This is an optimization exercise on Yosys and OpenROAD, whose aim is small area, a short achievable clock period and few clock cycles per item, not a production implementation. Function was checked by simulation only, so behaviour that the tests miss may differ from the original. No activity file was given, so power comes from the tool's default toggle rates.

<file path="design/flow/design.v">
package bpa_pkg;
    localparam int NUM_PAGES = 4096;
    localparam int PAGE_W    = 12;              
    localparam int CNT_W     = PAGE_W + 1;      
    localparam int WORD_BITS = 64;              
    localparam int BIT_W     = 6;               
    localparam int ROWS      = NUM_PAGES / WORD_BITS;
    localparam int ROW_W     = PAGE_W - BIT_W;
    localparam int GROUP_BITS = 8;              
    localparam int GROUPS    = WORD_BITS / GROUP_BITS;
    localparam int GROUP_W   = 3;
    localparam int SUB_W     = 3;
    localparam logic [CNT_W-1:0] PAGE_LIMIT = CNT_W'(NUM_PAGES);
    typedef enum logic [1:0] {
        CMD_MARK  = 2'd0,
        CMD_ALLOC = 2'd1,
        CMD_FREE  = 2'd2
    } cmd_t;
    typedef enum logic [3:0] {
        S_IDLE,
        S_RD,
        S_WR,
        S_FIND_ROW,
        S_ARD,
        S_ASTART,
        S_AFIND,
        S_AWR,
        S_DONE
    } state_t;
    typedef struct packed {
        logic             done;
        logic [BIT_W-1:0] index;
    } ffs_status_t;
endpackage
module bpa_ffs (
    input  logic                            clk,
    input  logic                            rst_n,
    input  logic                            start,
    input  logic [bpa_pkg::WORD_BITS-1:0]   word,
    output bpa_pkg::ffs_status_t            status
);
    logic [bpa_pkg::WORD_BITS-1:0]  word_reg;
    logic [bpa_pkg::GROUP_W-1:0]    group_reg;
    logic                           busy_reg;
    logic                           done_reg;
    logic [bpa_pkg::BIT_W-1:0]      index_reg;
    logic [bpa_pkg::GROUP_BITS-1:0] slice;
    logic [bpa_pkg::SUB_W-1:0]      sub_bit;
    assign slice = word_reg[group_reg*bpa_pkg::GROUP_BITS +: bpa_pkg::GROUP_BITS];
    always_comb
    begin
        sub_bit = '0;
        for (int j = bpa_pkg::GROUP_BITS - 1; j >= 0; j--)
        begin
            if (slice[j])
            begin
                sub_bit = bpa_pkg::SUB_W'(j);
            end
        end
    end
    always_ff @(posedge clk or negedge rst_n)
    begin
        if (!rst_n)
        begin
            busy_reg  <= 1'b0;
            done_reg  <= 1'b0;
            group_reg <= '0;
        end
        else
        begin
            done_reg <= 1'b0;
            if (start)
            begin
                busy_reg  <= 1'b1;
                group_reg <= '0;
            end
            else if (busy_reg)
            begin
                if (slice != '0)
                begin
                    busy_reg <= 1'b0;
                    done_reg <= 1'b1;
                end
                else
                begin
                    group_reg <= group_reg + 1'b1;
                end
            end
        end
    end
    always_ff @(posedge clk)
    begin
        if (start)
        begin
            word_reg <= word;
        end
        if (busy_reg && !start && slice != '0)
        begin
            index_reg <= {group_reg, sub_bit};
        end
    end
    assign status.done  = done_reg;
    assign status.index = index_reg;
endmodule
module bitmap_page_allocator_top (
    input  logic                            clk,
    input  logic                            rst_n,
    input  logic                            cfg_we,
    input  logic [bpa_pkg::CNT_W-1:0]       cfg_wdata,
    input  logic                            s_tvalid,
    output logic                            s_tready,
    input  logic [31:0]                     s_tdata,    
    output logic                            m_tvalid,
    input  logic                            m_tready,
    output logic [15:0]                     m_tdata     
);
    bpa_pkg::state_t                state_reg, state_next;
    logic [bpa_pkg::CNT_W-1:0]      reserved_reg;
    logic [bpa_pkg::CNT_W-1:0]      lo_reg, lo_next;
    logic [bpa_pkg::CNT_W-1:0]      hi_reg, hi_next;
    logic [bpa_pkg::ROW_W-1:0]      row_reg, row_next;
    logic [bpa_pkg::ROW_W-1:0]      last_row_reg, last_row_next;
    logic [bpa_pkg::BIT_W-1:0]      bit_reg, bit_next;
    logic [bpa_pkg::PAGE_W-1:0]     res_index_reg, res_index_next;
    logic                           res_found_reg, res_found_next;
    logic [bpa_pkg::ROWS-1:0]       valid_reg;
    logic [bpa_pkg::ROWS-1:0]       summary_reg;
    logic [bpa_pkg::WORD_BITS-1:0]  rdata_reg;
    logic                           out_valid_reg, out_valid_next;
    logic [15:0]                    out_data_reg, out_data_next;
    logic [bpa_pkg::WORD_BITS-1:0]  bitmap_mem [bpa_pkg::ROWS];
    logic                           rd_en, wr_en;
    logic [bpa_pkg::WORD_BITS-1:0]  wr_data;
    logic                           ffs_start;
    logic [bpa_pkg::WORD_BITS-1:0]  ffs_word;
    bpa_pkg::ffs_status_t           ffs_st;
    logic [1:0]                     in_cmd;
    logic [bpa_pkg::CNT_W-1:0]      in_first;
    logic [bpa_pkg::CNT_W-1:0]      in_end;
    logic [bpa_pkg::CNT_W-1:0]      mark_lo, mark_hi, last_page;
    logic [bpa_pkg::WORD_BITS-1:0]  range_mask;
    logic [bpa_pkg::WORD_BITS-1:0]  row_word;
    logic [bpa_pkg::WORD_BITS-1:0]  bit_mask;
    assign in_cmd   = s_tdata[1:0];
    assign in_first = {1'b0, s_tdata[13:2]};
    assign in_end   = s_tdata[26:14];
    assign mark_lo   = (in_first >= reserved_reg) ? in_first : reserved_reg;
    assign mark_hi   = (in_end > bpa_pkg::PAGE_LIMIT) ? bpa_pkg::PAGE_LIMIT : in_end;
    always_comb
    begin
        logic [bpa_pkg::CNT_W-1:0] page;
        for (int j = 0; j < bpa_pkg::WORD_BITS; j++)
        begin
            page = {1'b0, row_reg, bpa_pkg::BIT_W'(j)};
            range_mask[j] = (page >= lo_reg) && (page < hi_reg);
        end
    end
    assign row_word = valid_reg[row_reg] ? rdata_reg : '0;
    assign bit_mask = bpa_pkg::WORD_BITS'(1) << bit_reg;
    bpa_ffs u_ffs (
        .clk    (clk),
        .rst_n  (rst_n),
        .start  (ffs_start),
        .word   (ffs_word),
        .status (ffs_st)
    );
    always_comb
    begin
        state_next     = state_reg;
        lo_next        = lo_reg;
        hi_next        = hi_reg;
        row_next       = row_reg;
        last_row_next  = last_row_reg;
        last_page      = '0;
        bit_next       = bit_reg;
        res_index_next = res_index_reg;
        res_found_next = res_found_reg;
        out_valid_next = out_valid_reg && !m_tready;
        out_data_next  = out_data_reg;
        s_tready       = 1'b0;
        rd_en          = 1'b0;
        wr_en          = 1'b0;
        wr_data        = row_word | range_mask;
        ffs_start      = 1'b0;
        ffs_word       = summary_reg;
        unique case (state_reg)
            bpa_pkg::S_IDLE:
            begin
                s_tready = 1'b1;
                if (s_tvalid)
                begin
                    res_index_next = '0;
                    res_found_next = 1'b0;
                    state_next     = bpa_pkg::S_DONE;
                    case (in_cmd)
                        bpa_pkg::CMD_MARK, bpa_pkg::CMD_FREE:
                        begin
                            if (in_cmd == bpa_pkg::CMD_MARK)
                            begin
                                lo_next = mark_lo;
                                hi_next = mark_hi;
                            end
                            else
                            begin
                                lo_next = in_first;
                                hi_next = in_first + 1'b1;
                            end
                            last_page     = hi_next - 1'b1;
                            row_next      = lo_next[bpa_pkg::PAGE_W-1:bpa_pkg::BIT_W];
                            last_row_next = last_page[bpa_pkg::PAGE_W-1:bpa_pkg::BIT_W];
                            if (lo_next < hi_next)
                            begin
                                state_next = bpa_pkg::S_RD;
                            end
                        end
                        bpa_pkg::CMD_ALLOC:
                        begin
                            if (summary_reg != '0)
                            begin
                                ffs_start  = 1'b1;
                                state_next = bpa_pkg::S_FIND_ROW;
                            end
                        end
                        default:
                        begin
                            state_next = bpa_pkg::S_DONE;
                        end
                    endcase
                end
            end
            bpa_pkg::S_RD:
            begin
                rd_en      = 1'b1;
                state_next = bpa_pkg::S_WR;
            end
            bpa_pkg::S_WR:
            begin
                wr_en   = 1'b1;
                wr_data = row_word | range_mask;
                if (row_reg == last_row_reg)
                begin
                    state_next = bpa_pkg::S_DONE;
                end
                else
                begin
                    row_next   = row_reg + 1'b1;
                    state_next = bpa_pkg::S_RD;
                end
            end
            bpa_pkg::S_FIND_ROW:
            begin
                if (ffs_st.done)
                begin
                    row_next   = ffs_st.index;
                    state_next = bpa_pkg::S_ARD;
                end
            end
            bpa_pkg::S_ARD:
            begin
                rd_en      = 1'b1;
                state_next = bpa_pkg::S_ASTART;
            end
            bpa_pkg::S_ASTART:
            begin
                ffs_start  = 1'b1;
                ffs_word   = row_word;
                state_next = bpa_pkg::S_AFIND;
            end
            bpa_pkg::S_AFIND:
            begin
                ffs_word = row_word;
                if (ffs_st.done)
                begin
                    bit_next   = ffs_st.index;
                    state_next = bpa_pkg::S_AWR;
                end
            end
            bpa_pkg::S_AWR:
            begin
                wr_en          = 1'b1;
                wr_data        = row_word & ~bit_mask;
                res_index_next = {row_reg, bit_reg};
                res_found_next = 1'b1;
                state_next     = bpa_pkg::S_DONE;
            end
            bpa_pkg::S_DONE:
            begin
                if (!out_valid_reg || m_tready)
                begin
                    out_valid_next = 1'b1;
                    out_data_next  = {3'b000, res_found_reg, res_index_reg};
                    state_next     = bpa_pkg::S_IDLE;
                end
            end
            default:
            begin
                state_next = bpa_pkg::S_IDLE;
            end
        endcase
    end
    always_ff @(posedge clk or negedge rst_n)
    begin
        if (!rst_n)
        begin
            state_reg     <= bpa_pkg::S_IDLE;
            reserved_reg  <= '0;
            valid_reg     <= '0;
            summary_reg   <= '0;
            out_valid_reg <= 1'b0;
        end
        else
        begin
            state_reg     <= state_next;
            out_valid_reg <= out_valid_next;
            if (cfg_we)
            begin
                reserved_reg <= cfg_wdata;
            end
            if (wr_en)
            begin
                valid_reg[row_reg]   <= 1'b1;
                summary_reg[row_reg] <= |wr_data;
            end
        end
    end
    always_ff @(posedge clk)
    begin
        lo_reg        <= lo_next;
        hi_reg        <= hi_next;
        row_reg       <= row_next;
        last_row_reg  <= last_row_next;
        bit_reg       <= bit_next;
        res_index_reg <= res_index_next;
        res_found_reg <= res_found_next;
        out_data_reg  <= out_data_next;
    end
    always_ff @(posedge clk)
    begin
        if (wr_en)
        begin
            bitmap_mem[row_reg] <= wr_data;
        end
        if (rd_en)
        begin
            rdata_reg <= bitmap_mem[row_reg];
        end
    end
    assign m_tvalid = out_valid_reg;
    assign m_tdata  = out_data_reg;
endmodule
</file>
<file path="design/flow/run.sh">
#!/bin/bash
# synth_recipe.tcl (not shown) runs the flow's synth.tcl, then flattens the netlist and writes it again
# the make line also repeats each setting of config.mk as NAME=value (left out here)
make -C /OpenROAD-flow-scripts/flow DESIGN_CONFIG=/design/flow/config.mk WORK_HOME=/design/flow/orfs CLKGATE_MAP_FILE= SYNTH_SCRIPT=/design/flow/synth_recipe.tcl finish
</file>
<file path="design/flow/config.mk">
export PLATFORM = sky130hd
export DESIGN_NAME = bitmap_page_allocator_top
export DESIGN_NICKNAME = bitmap_page_allocator_top
export VERILOG_FILES = /design/flow/design.v
export SDC_FILE = /design/flow/constraint.sdc
export NUM_CORES = 4
export LEC_CHECK = 0
export CAP_MARGIN = 20
export CORE_MARGIN = 2
export CORE_UTILIZATION = 35
export SLEW_MARGIN = 20
export SYNTH_MEMORY_MAX_BITS = 8192
</file>
<file path="design/flow/constraint.sdc">
create_clock -name core_clock -period 8.0 [get_ports {clk}]
set_input_delay 1.6000 -clock core_clock [delete_from_list [all_inputs] [get_ports {clk}]]
set_output_delay 1.6000 -clock core_clock [all_outputs]
set_load 0.01 [all_outputs]
</file>
==> results.py <==
metrics = {
    "outcome": {
        "status": "no timing/DRC/antenna violations",
    },
    "clock_network": {
        "cts_root_buf": "clkbuf_16",
        "ctsHoldBuffers": 0,
        "htree_levels": 5,
        "cts_tree": "done",
        "clock_latency_ps": 1070,
        "clockBufferDepth": 4,
        "clock-sinks": 4451,
        "cts_buffers": 415,
        "cts.clk_slew.worst_paths_ps": 60,
        "ctsResizeCount": 0,
        "post_cts_buffers": 0,
    },
    "global_routing": {
        "antenna_found_initial": 36,
        "track_usage": 0.232,
        "grt_pass1_vias": 96000,
        "grt_pass1_wl_um": 787000,
        "grt.overflow.total": 0,
        "grt_max_degree": 102,
    },
    "cells_and_area": {
        "syn_to_final_growth_pct": 14.6,
        "drive_above_1_share": 0.118,
        "finalNetCount": 9711,
        "largest_register_ff_count": 4096,
        "regMostFlops": "bitmap_mem",
        "postLayoutCoreUtil": 0.403,
        "fill_cells": 41400,
        "design_area_um2": 190000,
    },
    "power": {
        "p_int_w": 0.0460,
        "p_per_area_nw_per_um2": 360,
        "power.share.combinational": 0.246,
        "switchingPower_w": 0.0223,
        "switching_share": 0.327,
        "pwr-share-seq": 0.469,
        "irDropWorstVdd_mv": 0.294,
        "p_leak_nw": 57.4,
        "power_w": 0.0684,
        "pwr-share-clk": 0.285,
    },
    "drt": {
        "ant_nets": 0,
        "vias": 102000,
        "drt_iter0_drc": 16000,
        "routed_via_density": 6.27,
        "wl_per_cell_um": 35.7,
        "dr.pass1.iters": 6,
        "wirelength_um": 578000,
        "drc": 0,
    },
    "place": {
        "placed_area_um2": 177000,
        "dp_hpwl_um": 302000,
        "gp_congestion": 0.942,
        "port_buffers": 59,
    },
    "critical_path": {
        "worstPathRequired_ps": 8910,
        "crit_arrival_ps": 7040,
        "crit_type": "reg -> reg",
        "path_max_fanout": 65,
        "worst_setup_path_start_kind": "flop",
        "crit_path_end_kind": "flop",
    },
    "yosys": {
        "synth-compound-area-share": 0.138,
        "avgSynthCellArea_um2": 17.6,
        "yosysTopAreaCell": "edfxtp_1",
        "synth-seq-cells": 4451,
        "synth_area_um2": 166000,
        "synth_top_area_share": 0.778,
        "synth-edff-count": 4300,
        "synthCells": 9440,
        "ys_types": 81,
        "synthMuxAreaShare": 0.00725,
        "synth_seq_area_share": 0.801,
        "synth.area.top_cells": "edfxtp_1, a22oi_1, dfrtp_1, clkbuf_1, a41oi_1",
        "synthArstFlopShare": 0.0339,
        "yosysMostFrequentCell": "edfxtp_1",
        "synth-xor-area-share": 0.00185,
        "synth_flop_cell": "edfxtp_1",
        "synthSimpleGateAreaFrac": 0.0318,
        "synth_top_family_by_area": "compound AO/OA/AOI/OAI gates",
        "netlist_top_cells_count": "edfxtp_1, a22oi_1, clkbuf_1",
        "yosysWarningCount": 2,
        "synth_adder_area_share": 0.00339,
    },
    "sta": {
        "maxSlewHeadroom": 0.158,
        "fin_crit_ps": 6140,
        "fmax_mhz": 163,
        "final-hold-violation-count": 0,
        "worstMarginPinSlew_ps": 1260,
        "period_share": 0.767,
        "finClkSkew_ps": 81.4,
        "fin_setup_tns_ps": 0,
        "rsz0062_at_grt": "no",
        "setup_viol": 0,
        "maxSlewViolCount": 0,
    },
    "floorplanning": {
        "ios": 68,
        "die-width_um": 692,
        "core_area_um2": 471000,
        "dieArea_um2": 479000,
        "start_util": 0.352,
        "rows": 252,
        "die_y_um": 692,
    },
    "hold_path": {
        "min_path_type": "reg -> reg",
    },
    "flow_run": {
        "cap_violations": 0,
    },
}
[stage by stage]
stage	hold slack [ps]	setup WS, ps	std cells
2_1_floorplan	400	1460	9442
3_3_place_gp	408	544	15400
3_5_place_dp	411	1110	15400
4_1_cts	428	1950	16200
5_1_grt	436	1760	16200
6_report	419	1860	16200
[worst max-delay path, cell delays in order, from the launching register on]
cell and delay [ps]:
edfxtp_1 700, buf_4 350, nand3b_1 160, buf_4 560
o221ai_1 230, o31ai_1 120, a32oi_1 190, nor4_2 410
buf_12 470, o32ai_4 160, buf_4 350, nor4_1 320
nand2_1 170, or4_2 710, buf_4 360, mux2_2 380
[final cells by class]
class                   instances  area, um2  share of cell area
diodes                         13       32.5            0.000171
clock buffers                 509      10900              0.0572
clock inverters               243       2410              0.0127
inverters                      62        233             0.00122
multi-input cells            4281      31700               0.167
flip-flops and latches       4451     133000               0.699
well taps                    6223       7790              0.0410
repair buffers                405       4060              0.0214
[worst paths after layout]
path	start	to	slack [ps]	cells after the start
worst max-delay path	row_reg[3]	summary_reg[4]	1860	15
worst min-delay path	res_index_reg[3]	out_data_reg[3]	420	0
worst max register to register	row_reg[3]	summary_reg[4]	1860	15
worst min register to register	res_index_reg[3]	out_data_reg[3]	420	0
max in group asynchronous	rst_n	valid_reg[26]	5970	2
min in group asynchronous	rst_n	reserved_reg[9]	620	1
[cell usage in the layout, fill, tap and decap left out, drive strengths merged, types with 19 or more instances in the layout]
master / n
a21o: 20
a21oi: 161
a221oi: 184
a22o: 184
a22oi: 1696
a31oi: 194
a32o: 48
a41oi: 240
and2: 25
buf: 347
bufinv: 36
clkbuf: 509
clkdlybuf4s50: 58
clkinv: 181
dfrtp: 151
edfxtp: 4300
ha: 45
inv: 75
mux2: 33
mux2i: 20
mux4: 26
nand2: 325
nand2b: 60
nand3: 86
nand4: 114
nor2: 183
nor3: 28
nor4: 113
o21ai: 218
o22ai: 31
or2: 22
xnor2: 19
[kinds of logic after synthesis]
logic type / Yosys count
AO/OA/AOI/OAI: 3076
buffers and inverters: 710
flip-flops: 4451
XOR/XNOR: 35
AND/OR/NAND/NOR: 1043
multiplexers: 79
other: 1
adder cells (fa/ha/maj): 45
[metal layers]
metal  GRT usage  wire length [um]  part of all wire
met5           0                95           0.00016
met4       0.100             28900             0.050
met2       0.367            266000              0.46
met3      0.0498             68000              0.12
met1       0.310            215000              0.37
[power groups by stage]
| stage | sequential [W] | combinational [W] | clock, W |
|---|---|---|---|
| 6_report | 0.0321 | 0.0168 | 0.0195 |
| 5_1_grt | 0.0321 | 0.0175 | 0.0205 |
| 3_5_place_dp | 0.0325 | 0.0164 | 0 |
| 3_3_place_gp | 0.0325 | 0.0158 | 0 |
| 2_1_floorplan | 0.0326 | 0.00838 | 0 |
| 4_1_cts | 0.0320 | 0.0164 | 0.0196 |
Testbench counts, summed over its fixed seeds: cycles 138,201, items 16,000.

==> separate check: timing with driven ports <==
In the flow no input, the clock included, has a driving cell. The finished layout below was timed again as built, in two steps. Step 1 (the two cells are an assumption about what drives the block):
set clk [get_ports {clk}]
set_driving_cell -lib_cell sky130_fd_sc_hd__clkbuf_16 $clk
set_driving_cell -lib_cell sky130_fd_sc_hd__buf_2 [delete_from_list [all_inputs] $clk]
Step 2 times the ports against the registers' clock, not the clock port: input delays grow and output delays shrink by t, the midpoint of the rising clock arrivals with the driver on. Slacks: ideal / step 1 / step 2; pairs: ideal / step 1.
t, ns: 1.118
setup WS [ns]: 1.864 / 1.864 / 1.085
hold WS [ns]: 0.419 / 0.419 / 0.419
worst setup path after step 2: input to register
cell pins on the clock port's net: 1
After both steps this run still meets setup and hold. The setup slack of this run moves by 0.000 ns with the drivers and by -0.779 ns with both steps.
